This is an optimization exercise on Yosys and OpenROAD, whose aim is small area, a short achievable clock period and few clock cycles per item, not a production implementation.
At most, simulation tests tie the RTL to the original design; equivalence was not proved.
Power and IR drop assume default switching activity.

Design fp_add_top, start of the top module:
module fp_add_top (
    input  logic        sys_clk,
    input  logic        sys_rst_n,
    input  logic [31:0] data1_in,
    input  logic [31:0] data2_in,
    input  logic        op,
    input  logic        trig,
    output logic [31:0] data_out,
    output logic        vld
);
For scale: about 2200 cells after synthesis, ~97 flip-flops, ~0.013 sq mm of cells after synthesis.
Settings: LEC_CHECK=0, ABC_AREA=1, CAP_MARGIN=20, CORE_MARGIN=2, CORE_UTILIZATION=40, SETUP_SLACK_MARGIN=1.7, SLEW_MARGIN=20; clock period 6.0 ns.
standard.sh (not shown) runs the stock make flow with config.mk's settings and CLKGATE_MAP_FILE= SYNTH_SCRIPT=/design/flow/synth_recipe.tcl, a recipe that flattens the netlist after the stock synthesis.
==> flow/flow/run.sh <==
#!/bin/bash
# Standard layout, with plain buffers on the ports instead of the delay
# cells the port buffering picks by default.
set -euo pipefail
bash standard.sh BUFFER_PORTS_ARGS="-buffer_cell sky130_fd_sc_hd__buf_1" SKIP_GATE_CLONING=1 finish > standard.log 2>&1
The first run completed without violations.
Testbench counts at the start, summed over its fixed seeds: cycles 16,000, items 8,000.
==> next run, changes <==
Settings changed: SETUP_SLACK_MARGIN 1.7 to 1.5.
Effect: Sequential share of layout area came out higher by 0.87 points. Final cell count came out lower by 1.7%. Cell area came out lower by 6.3%. Clock power came out higher by about 3%. Core utilization came out lower by 3.0 points.

* * *

Another version of the RTL of fp_add_top (not shown whole).
Size: roughly 2,300 cells after synthesis, about 99 flip-flops, about 100 I/O pins.
## fp_add_top
module fp_add_top (
    input  logic        sys_clk,
    input  logic        sys_rst_n,
    input  logic [31:0] data1_in,
    input  logic [31:0] data2_in,
    input  logic        op,
    input  logic        trig,
    output logic [31:0] data_out,
    output logic        vld
);
Settings: LEC_CHECK=0, ABC_AREA=1, CAP_MARGIN=20, CORE_MARGIN=2, CORE_UTILIZATION=65, SLEW_MARGIN=20; clock period 6.0 ns.
==> flow/flow/run.sh <==
#!/bin/bash
# Standard layout, with plain buffers on the ports instead of the delay
# cells the port buffering picks by default.
set -euo pipefail
bash standard.sh BUFFER_PORTS_ARGS="-buffer_cell sky130_fd_sc_hd__buf_1" finish > standard.log 2>&1
The baseline produced a clean layout.
Rerun with:
- CORE_UTILIZATION: 65 -> 40
- SETUP_SLACK_MARGIN: unset -> 0.3
Effect: Cell count went up by 5.5%. Global-route usage went down by 14 points. Worst setup slack gains 0.13 ns. Total power went down by 1.2%. Worst hold slack loses 0.018 ns.
No run of this note included a check of the RTL's function; only the layout flow was run.

* * *

fp_add_top, a different RTL version from the one above (not shown whole).
Size: roughly 2300 cells after synthesis, roughly 99 flip-flops, ~100 I/O pins.
clock: 6.0 ns
lec_check: 0
abc_area: 1
cap_margin: 20
core_margin: 2
core_utilization: 40
setup_slack_margin: 1.5
slew_margin: 20
Scripts as last shown in full above: flow/flow/run.sh
Change:
==> flow/flow/run.sh (replaced) <==
#!/bin/bash
# Standard layout, with plain buffers on the ports instead of the delay
# cells the port buffering picks by default.
set -euo pipefail
bash standard.sh BUFFER_PORTS_ARGS="-buffer_cell sky130_fd_sc_hd__buf_1" SKIP_GATE_CLONING=1 finish > standard.log 2>&1
After rerunning: Routed wire length is about the same; first-iteration DRC count is lower by 0.49%; design area decreases by 0.59%; core utilization came out lower by 0.28 points; worst hold slack improves by 6.7 ps; global-route usage hardly moves; via count goes down by 0.56%; setup slack got worse by 86 ps; power fell by 0.81%; clock power stays flat.
No functional check of the RTL was part of any run of this note.

* * *

RTL: one of the versions met above, not the one the previous note started from.
Size: ~2300 cells after synthesis, about 99 flip-flops, ~100 I/O pins, about 0.013 mm^2 of cells after synthesis.
clock: 6.0 ns
lec_check: 0
abc_area: 1
cap_margin: 20
core_margin: 2
core_utilization: 40
setup_slack_margin: 1.5
slew_margin: 20
==> flow/flow/run.sh <==
#!/bin/bash
# Standard layout, with plain buffers on the ports instead of the delay
# cells the port buffering picks by default.
set -euo pipefail
bash standard.sh BUFFER_PORTS_ARGS="-buffer_cell sky130_fd_sc_hd__buf_1" finish > standard.log 2>&1
The first run finished clean.
Edit:
==> flow/flow/run.sh (replaced) <==
#!/bin/bash
# Standard layout, with plain buffers on the ports instead of the delay
# cells the port buffering picks by default, and ORFS's power recovery
# (downsizing gates off the critical paths) after global routing.
set -euo pipefail
bash standard.sh BUFFER_PORTS_ARGS="-buffer_cell sky130_fd_sc_hd__buf_1" RECOVER_POWER=100 finish > standard.log 2>&1
The new run produced a layout that fails on max-capacitance violations, max-slew violations. Synthesized area is unchanged. Via count stays flat. Worst setup slack loses 0.67 ns. Cell count stays the same. Sequential power hardly moves.
Edit:
==> flow/flow/run.sh (replaced) <==
#!/bin/bash
# Standard layout, with plain buffers on the ports instead of the delay
# cells the port buffering picks by default.
set -euo pipefail
bash standard.sh BUFFER_PORTS_ARGS="-buffer_cell sky130_fd_sc_hd__buf_1" finish > standard.log 2>&1
Settings changed: SETUP_SLACK_MARGIN 1.5 to unset.
Effect:
- With this change the flow finished with timing, DRC and antenna clean
- final area falls by about 9%
- routed wire length goes down by about 6%
- global-route usage drops by 0.79 points
Edit:
Settings changed: SETUP_SLACK_MARGIN set to 2.0.
Result: Power increases by 20%; non-clock buffer count climbs by 116; register-to-register slack is better by 1.1 ns; flip-flop and latch count does not change.
Edit:
Settings changed: SETUP_SLACK_MARGIN 2.0 to 1.25.
Result:
- The changed run completed without violations
- routed wire length came out lower by 6.8%
- die area does not change
- fmax went down by 6.3%
No functional check of the RTL was part of any run of this note.

static timing again, ports no longer ideal:
How much do the figures lean on ideal ports? The routed layouts below were timed once more, with nothing changed but the port constraints.
Step 1: set_driving_cell puts a clkbuf_16 on sys_clk and a buf_2 on each other input, an assumption about the parent block.
Step 2 adds t to the input delays and takes it off the output delays; t is the mean of the earliest and latest rising clock arrival at the registers after step 1. Input paths then give back, and output paths get back, about the clock's delay inside the block.
Three values: no drivers, after step 1, after step 2; two values: the first two.
| run | t, ns | setup WS [ns] | slew at the worst register clock pin (ns) |
|---|---|---|---|
| the first run of note 1 | 0.415 | 1.779 / 1.809 / 1.394 | 0.08 / 0.08 |
| the second run of note 1 | 0.405 | 1.689 / 1.720 / 1.314 | 0.08 / 0.08 |
| the first run of note 2 | 0.403 | 0.499 / 0.499 / 0.499 | 0.08 / 0.08 |
| the second run of note 2 | 0.404 | 0.625 / 0.649 / 0.245 | 0.07 / 0.07 |
| the first run of note 3 | 0.412 | 1.604 / 1.604 / 1.299 | 0.07 / 0.07 |
| the second run of note 3 | 0.413 | 1.518 / 1.518 / 1.295 | 0.07 / 0.07 |
| the first run of note 4 | 0.407 | 1.558 / 1.558 / 1.300 | 0.08 / 0.08 |
| the second run of note 4 | 0.405 | 0.888 / 0.888 / 0.552 | 0.08 / 0.08 |
| the third run of note 4 | 0.403 | 0.561 / 0.561 / 0.311 | 0.07 / 0.07 |
| the fourth run of note 4 | 0.410 | 1.692 / 1.692 / 1.664 | 0.08 / 0.08 |
| the fifth run of note 4 | 0.407 | 1.402 / 1.415 / 1.020 | 0.08 / 0.08 |
The setup slack of the first run of note 1, which loses most, moves by +0.030 ns with the drivers and by -0.385 ns with both steps.
